This design comes from an exercise in tuning for small area, a short achievable clock period and few clock cycles per item on the open sky130 flow, not from production work.
RTL that was checked went through simulation tests only; none was proved equivalent to the original.
No activity file was given, so power comes from the tool's default toggle rates.

== run M ==
## source_token_scanner
module source_token_scanner (
    input  logic        aclk,
    input  logic        aresetn,
    input  logic        s_valid,
    output logic        s_ready,
    input  logic [7:0]  s_char_code,
    input  logic        s_end_of_input,
    output logic        m_valid,
    input  logic        m_ready,
    output logic [4:0]  m_token_kind,
    output logic [31:0] m_start_pos,
    output logic [5:0]  m_token_length,
    output logic [30:0] m_int_value,
    output logic        m_leading_space,
    output logic        m_last_result
);
clock: 5.5 ns
lec_check: 0
cap_margin: 20
core_margin: 2
core_utilization: 45
place_density: 0.65
setup_slack_margin: 2.5
slew_margin: 20
standard.sh (not shown) runs the stock make flow with config.mk's settings and CLKGATE_MAP_FILE= SYNTH_SCRIPT=/design/flow/synth_recipe.tcl, a recipe that flattens the netlist after the stock synthesis.
==> flow/flow/run.sh <==
#!/bin/bash
# The standard layout, with buf_2 cells as the port buffers in place of the
# default delay-buffer cells, and a clock tree of clkbuf_4 cells without
# dummy balancing loads. Every tool's output goes to a log file here.
set -euo pipefail
export BUFFER_PORTS_ARGS="-buffer_cell sky130_fd_sc_hd__buf_2"
export CTS_ARGS="-sink_clustering_enable -repair_clock_nets -dont_use_dummy_load -sink_clustering_size 30 -sink_clustering_max_diameter 100 -buf_list sky130_fd_sc_hd__clkbuf_4"
bash standard.sh > standard_flow.log 2>&1
diff inputs: run M => run H
==> flow/flow/run.sh <==
#!/bin/bash
# The standard layout, with buf_2 cells as the port buffers in place of the
# default delay-buffer cells, and a clock tree of clkbuf_8 cells without
# dummy balancing loads. Every tool's output goes to a log file here.
set -euo pipefail
export BUFFER_PORTS_ARGS="-buffer_cell sky130_fd_sc_hd__buf_2"
export CTS_ARGS="-sink_clustering_enable -repair_clock_nets -dont_use_dummy_load -sink_clustering_size 30 -sink_clustering_max_diameter 100 -buf_list sky130_fd_sc_hd__clkbuf_8"
bash standard.sh > standard_flow.log 2>&1
==> run notes <==
Between run H and run M, the global routing usage summed across all routing layers figures differ only marginally.
Going from run M to run H, met1 track utilization from global routing now sits higher; area of all placed cells without fillers now sits higher; synthesized area now sits at about the same level; worst-skew pair later-pin latency now sits lower; CTS clock-pin slew for the worst setup and hold paths now sits lower.
Run H against run M: detailed-route wire length shrank by 76 um, clock power grew by 35%, worst hold slack held steady.
Function was not checked in any run of this note: the RTL went through the layout flow alone.

========
Another version of the RTL of source_token_scanner (not shown whole).
For scale: ~990 cells after synthesis, ~110 flip-flops, ~0.0084 sq mm of cells after synthesis.
clock: 5.5 ns
lec_check: 0
cap_margin: 20
core_margin: 2
core_utilization: 40
place_density: 0.6
slew_margin: 20
run.sh (not shown) runs the stock make flow with config.mk's settings and CLKGATE_MAP_FILE= SYNTH_SCRIPT=/design/flow/synth_recipe.tcl, a recipe that flattens the netlist after the stock synthesis.
Stock flow here: none of the scripts above is used.
The baseline completed with no timing, DRC or antenna violations.
Testbench counts at the start, summed over its fixed seeds: cycles 32,706, items 32,325.
Rerun with:
- ABC_CLOCK_PERIOD_IN_PS: default -> 2500
- SETUP_SLACK_MARGIN: default -> 3.0
After rerunning: The new run passed the timing, DRC and antenna checks; final area climbs by 31%; cell count increases by 10%; via count goes up by 14%.

========
source_token_scanner, a different RTL version from the one above (not shown whole).
For scale: about 91 I/O pins, roughly 7600 sq um of cells after synthesis.
Settings: LEC_CHECK=0, CAP_MARGIN=20, CORE_MARGIN=2, CORE_UTILIZATION=40, PLACE_DENSITY=0.6, SETUP_SLACK_MARGIN=2.5, SLEW_MARGIN=20; clock period 5.5 ns.
The starting point completed without violations.
==> next run, changes <==
- SETUP_SLACK_MARGIN: 2.5 -> 3.0
After rerunning: Worst setup slack got worse by 0.092 ns; sequential cell count is unchanged; maximum frequency goes down by 2.8%; die area is unchanged; clock-buffer cell count came out lower by 3; register-to-register slack degrades by 0.09 ns; critical path depth is lower by 1; cell area is higher by 10%.
No run of this note included a check of the RTL's function; only the layout flow was run.

========
source_token_scanner, a different RTL version from the one above (not shown whole).
For scale: roughly 830 cells after synthesis, about 120 flip-flops, roughly 91 I/O pins, roughly 7300 sq um of cells after synthesis.
Settings: LEC_CHECK=0, CAP_MARGIN=20, CORE_MARGIN=2, CORE_UTILIZATION=40, PLACE_DENSITY=0.6, SETUP_SLACK_MARGIN=2.5, SLEW_MARGIN=20; clock period 5.5 ns.
The baseline produced a clean layout.
==> next run, changes <==
Settings changed: CORE_UTILIZATION 40 to 60, PLACE_DENSITY 0.6 to 0.75, SETUP_SLACK_MARGIN 2.5 to 2.0.
Effect: The new run finished with timing, DRC and antenna clean; via count grows by a few percent; worst setup slack loses 0.28 ns; clock skew came out lower by 0.0053 ns; non-clock buffer count shrinks by 11; worst hold slack is better by 0.011 ns; total power grows by a few percent.
==> next run, changes <==
Settings changed: SETUP_SLACK_MARGIN 2.0 to 2.5.
Outcome: Wire length hardly moves. Power went down by a few percent. Clock-buffer cell count rose by 3. Non-clock buffer count climbs by 9. Cell count increases slightly. Via count goes up slightly. Sequential cell count is unchanged. Critical path depth is unchanged. Utilization increases by 0.74 points. Die area does not change.
No functional check of the RTL was part of any run of this note.

========
== job 6763 ==
Another version of the RTL of source_token_scanner (not shown whole).
Size: ~130 flip-flops, ~91 I/O pins, about 0.0071 sq mm of cells after synthesis.
// source_token_scanner
module source_token_scanner (
    input  logic        aclk,
    input  logic        aresetn,
    input  logic        s_valid,
    output logic        s_ready,
    input  logic [7:0]  s_char_code,
    input  logic        s_end_of_input,
    output logic        m_valid,
    input  logic        m_ready,
    output logic [4:0]  m_token_kind,
    output logic [31:0] m_start_pos,
    output logic [5:0]  m_token_length,
    output logic [30:0] m_int_value,
    output logic        m_leading_space,
    output logic        m_last_result
);
clock: 5.5 ns
lec_check: 0
cap_margin: 20
core_margin: 2
core_utilization: 45
place_density: 0.65
setup_slack_margin: 2.6
slew_margin: 20
standard.sh (not shown) runs the stock make flow with config.mk's settings and CLKGATE_MAP_FILE= SYNTH_SCRIPT=/design/flow/synth_recipe.tcl, a recipe that flattens the netlist after the stock synthesis.
==> flow/flow/run.sh <==
#!/bin/bash
# The standard layout, with buf_2 cells as the port buffers in place of the
# default delay-buffer cells, and a clock tree of clkbuf_8 cells without
# dummy balancing loads. Every tool's output goes to a log file here.
set -euo pipefail
export BUFFER_PORTS_ARGS="-buffer_cell sky130_fd_sc_hd__buf_2"
export CTS_ARGS="-sink_clustering_enable -repair_clock_nets -dont_use_dummy_load -sink_clustering_size 30 -sink_clustering_max_diameter 100 -buf_list sky130_fd_sc_hd__clkbuf_8"
bash standard.sh > standard_flow.log 2>&1
Testbench counts of job 6763, summed over its fixed seeds: cycles 32,736, items 32,325.
The inputs of job 8991 differ from those of job 6763 as listed below.
- PLACE_DENSITY: 0.65 -> 0.75
- SETUP_SLACK_MARGIN: 2.6 -> 2.5
- CORE_UTILIZATION: 45 -> 60
==> flow/run.sh (new file) <==
#!/bin/bash
# synth_recipe.tcl (not shown) runs the flow's synth.tcl, then flattens the netlist and writes it again
# the make line also repeats each setting of config.mk as NAME=value (left out here)
make -C /OpenROAD-flow-scripts/flow DESIGN_CONFIG=/design/flow/config.mk WORK_HOME=/design/flow/orfs CLKGATE_MAP_FILE= SYNTH_SCRIPT=/design/flow/synth_recipe.tcl finish
removed: flow/flow/run.sh
removed: flow/standard.sh
--- outcome ---
Diff job 6763 -> job 8991 | leakage power figure | up by a few percent
A critical path class of reg2reg is what job 6763 shows, while in2reg belongs to job 8991.
The critical path depth in cells reported for job 8991 is smaller than that of job 6763 by 2.
Routed wire in job 8991 totals more than in job 6763.
Job 8991 and job 6763 ended up with roughly the same reported sequential group power.
When job 8991 is set beside job 6763, its total die area turns out to be about 24% smaller.
Job 6763 has higher floorplan die width than job 8991.
Looking at area after detailed placement, job 8991 sits about 3.7% higher than job 6763 does.
Input-level comparison between job 9114 and job 8991:
- a change of PLACE_DENSITY from 0.75 to 0.65
- a change of CORE_UTILIZATION from 60 to 45
==> flow/flow/run.sh (new file) <==
#!/bin/bash
# The standard layout, with buf_2 cells as the port buffers in place of the
# default delay-buffer cells. Every tool's output goes to a log file here.
set -euo pipefail
export BUFFER_PORTS_ARGS="-buffer_cell sky130_fd_sc_hd__buf_2"
bash standard.sh > standard_flow.log 2>&1
==> flow/standard.sh (new file) <==
#!/bin/bash
# synth_recipe.tcl (not shown) runs the flow's synth.tcl, then flattens the netlist and writes it again
# the make line also repeats each setting of config.mk as NAME=value (left out here)
make -C /OpenROAD-flow-scripts/flow DESIGN_CONFIG=/design/flow/config.mk WORK_HOME=/design/flow/orfs CLKGATE_MAP_FILE= SYNTH_SCRIPT=/design/flow/synth_recipe.tcl "${@:-finish}"
removed: flow/run.sh
Notes after the runs:
- Per the final summary, job 9114 finished and its layout is clean on timing, DRC and antenna.
- | worst setup slack | lower: job 8991 |
- Job 8991 → job 9114: worst slew slack as a fraction of its limit dropped 19 points; total leakage power decreased 0.000041 uW.
Modified inputs, job 8663 compared to job 9114
- SETUP_SLACK_MARGIN changed from 2.5 to 2.9
Findings:
Re portion of total power attributed to combinational logic: job 9114 and job 8663 aren't equal, and the lower value belongs to job 9114. Non-clock buffer count ended up 20 higher on job 8663 than on job 9114. Against job 9114, the final cell area of job 8663 is higher. Layout cell share with drive strength beyond 1: job 8663 vs job 9114 up 5.4 points. [compare] base=job 9114 new=job 8663: sequential share of layout area decreased 1.3 points; reported net switching power increased 2.0%; routed wire length increased 8.2%. Category of the critical setup timing path: reg2reg -> job 8663, in2reg -> job 9114. Compared with job 9114, in job 8663 global-route wire length before repair higher, post-CTS resize count has increased.
### job 8663 -> job 1060
- changing SETUP_SLACK_MARGIN from 2.9 to 2.5
==> flow/flow/run.sh <==
#!/bin/bash
# The standard layout, with buf_1 cells as the port buffers in place of the
# default delay-buffer cells, and a clock tree of clkbuf_8 cells without dummy
# balancing loads. Every tool's output goes to a log file here.
set -euo pipefail
export BUFFER_PORTS_ARGS="-buffer_cell sky130_fd_sc_hd__buf_1"
export CTS_ARGS="-sink_clustering_enable -repair_clock_nets -dont_use_dummy_load -sink_clustering_size 30 -sink_clustering_max_diameter 100 -buf_list {sky130_fd_sc_hd__clkbuf_8}"
bash standard.sh > standard_flow.log 2>&1
Notes after the runs:
Job 1060: final cell count lower than job 8663
Ratio of cells with drive above 1 in the final layout delta for job 1060 relative to job 8663: 15 points lower
Measured against each other, job 1060 and job 8663 differ in share of the clock period used by the worst path after layout, the lower figure coming from job 8663.
Utilization ends up lower on job 1060.
Job 1060 vs job 8663, top contributor to total power: registers vs the clock network
Summary of job 1060 over job 8663: met2 routing resource usage after global routing now sits lower; overall fraction of global-route tracks in use now sits lower.
Changes in job 5103 relative to job 1060:
- swapping 2.5 for 2.8 in SETUP_SLACK_MARGIN
==> flow/flow/run.sh <==
#!/bin/bash
# The standard layout, with buf_2 cells as the port buffers in place of the
# default delay-buffer cells, and a clock tree of clkbuf_8 cells without
# dummy balancing loads. Every tool's output goes to a log file here.
set -euo pipefail
export BUFFER_PORTS_ARGS="-buffer_cell sky130_fd_sc_hd__buf_2"
export CTS_ARGS="-sink_clustering_enable -repair_clock_nets -dont_use_dummy_load -sink_clustering_size 30 -sink_clustering_max_diameter 100 -buf_list sky130_fd_sc_hd__clkbuf_8"
bash standard.sh > standard_flow.log 2>&1
[summary]
Between job 5103 and job 1060, the total number of multi-input combinational cells figures differ only marginally. Job 5103 vs job 1060: final cycle utilization of the critical path down in job 5103. Comparing job 1060 and job 5103, the lower detailed route wirelength on metal3 was measured on job 1060. When the final numbers for job 1060 and job 5103 were put side by side, the count of plain and timing-repair buffers in the layout turned out to be smaller in job 1060. Looking at first-pass GRT wire length, job 5103 sits about 2.4% higher than job 1060 does.

## re-timing with driven ports
The flow's constraints put no driver on any port. The routed layouts listed below were extracted and timed again, unchanged, in two steps.
Step 1, drivers: a clkbuf_16 drives aclk and a buf_2 each remaining input, both assumed.
Step 2, shift: input delay + t, output delay - t, t = (earliest + latest rising clock arrival at the registers) / 2. This alone moves slack from input paths to output paths.
a / b / c = ideal / step 1 / step 2; a / b = the first two.
run | t, ns | setup WS [ns] | pins driven straight from the clock port
run M | 0.531 | 2.524 / 2.524 / 2.228 | 1
run H | 0.456 | 2.488 / 2.488 / 2.232 | 1
the first run of note 2 | 0.394 | 1.494 / 1.494 / 1.421 | 1
the second run of note 2 | 0.412 | 2.319 / 2.319 / 2.071 | 1
the first run of note 3 | 0.449 | 2.273 / 2.273 / 2.273 | 1
the second run of note 3 | 0.459 | 2.181 / 2.181 / 2.181 | 1
the first run of note 4 | 0.449 | 2.381 / 2.381 / 2.179 | 1
the second run of note 4 | 0.445 | 2.105 / 2.105 / 1.764 | 1
the third run of note 4 | 0.448 | 2.373 / 2.373 / 2.140 | 1
job 6763 | 0.480 | 2.688 / 2.688 / 2.306 | 1
job 8991 | 0.454 | 2.619 / 2.619 / 2.183 | 1
job 9114 | 0.449 | 2.692 / 2.704 / 2.258 | 1
job 8663 | 0.465 | 2.759 / 2.759 / 2.556 | 1
job 1060 | 0.459 | 2.603 / 2.603 / 2.223 | 1
job 5103 | 0.456 | 2.746 / 2.746 / 2.470 | 1
After both steps every run listed still meets setup and hold. The setup slack of job 8991, which loses most, moves by 0.000 ns with the drivers and by -0.436 ns with both steps.
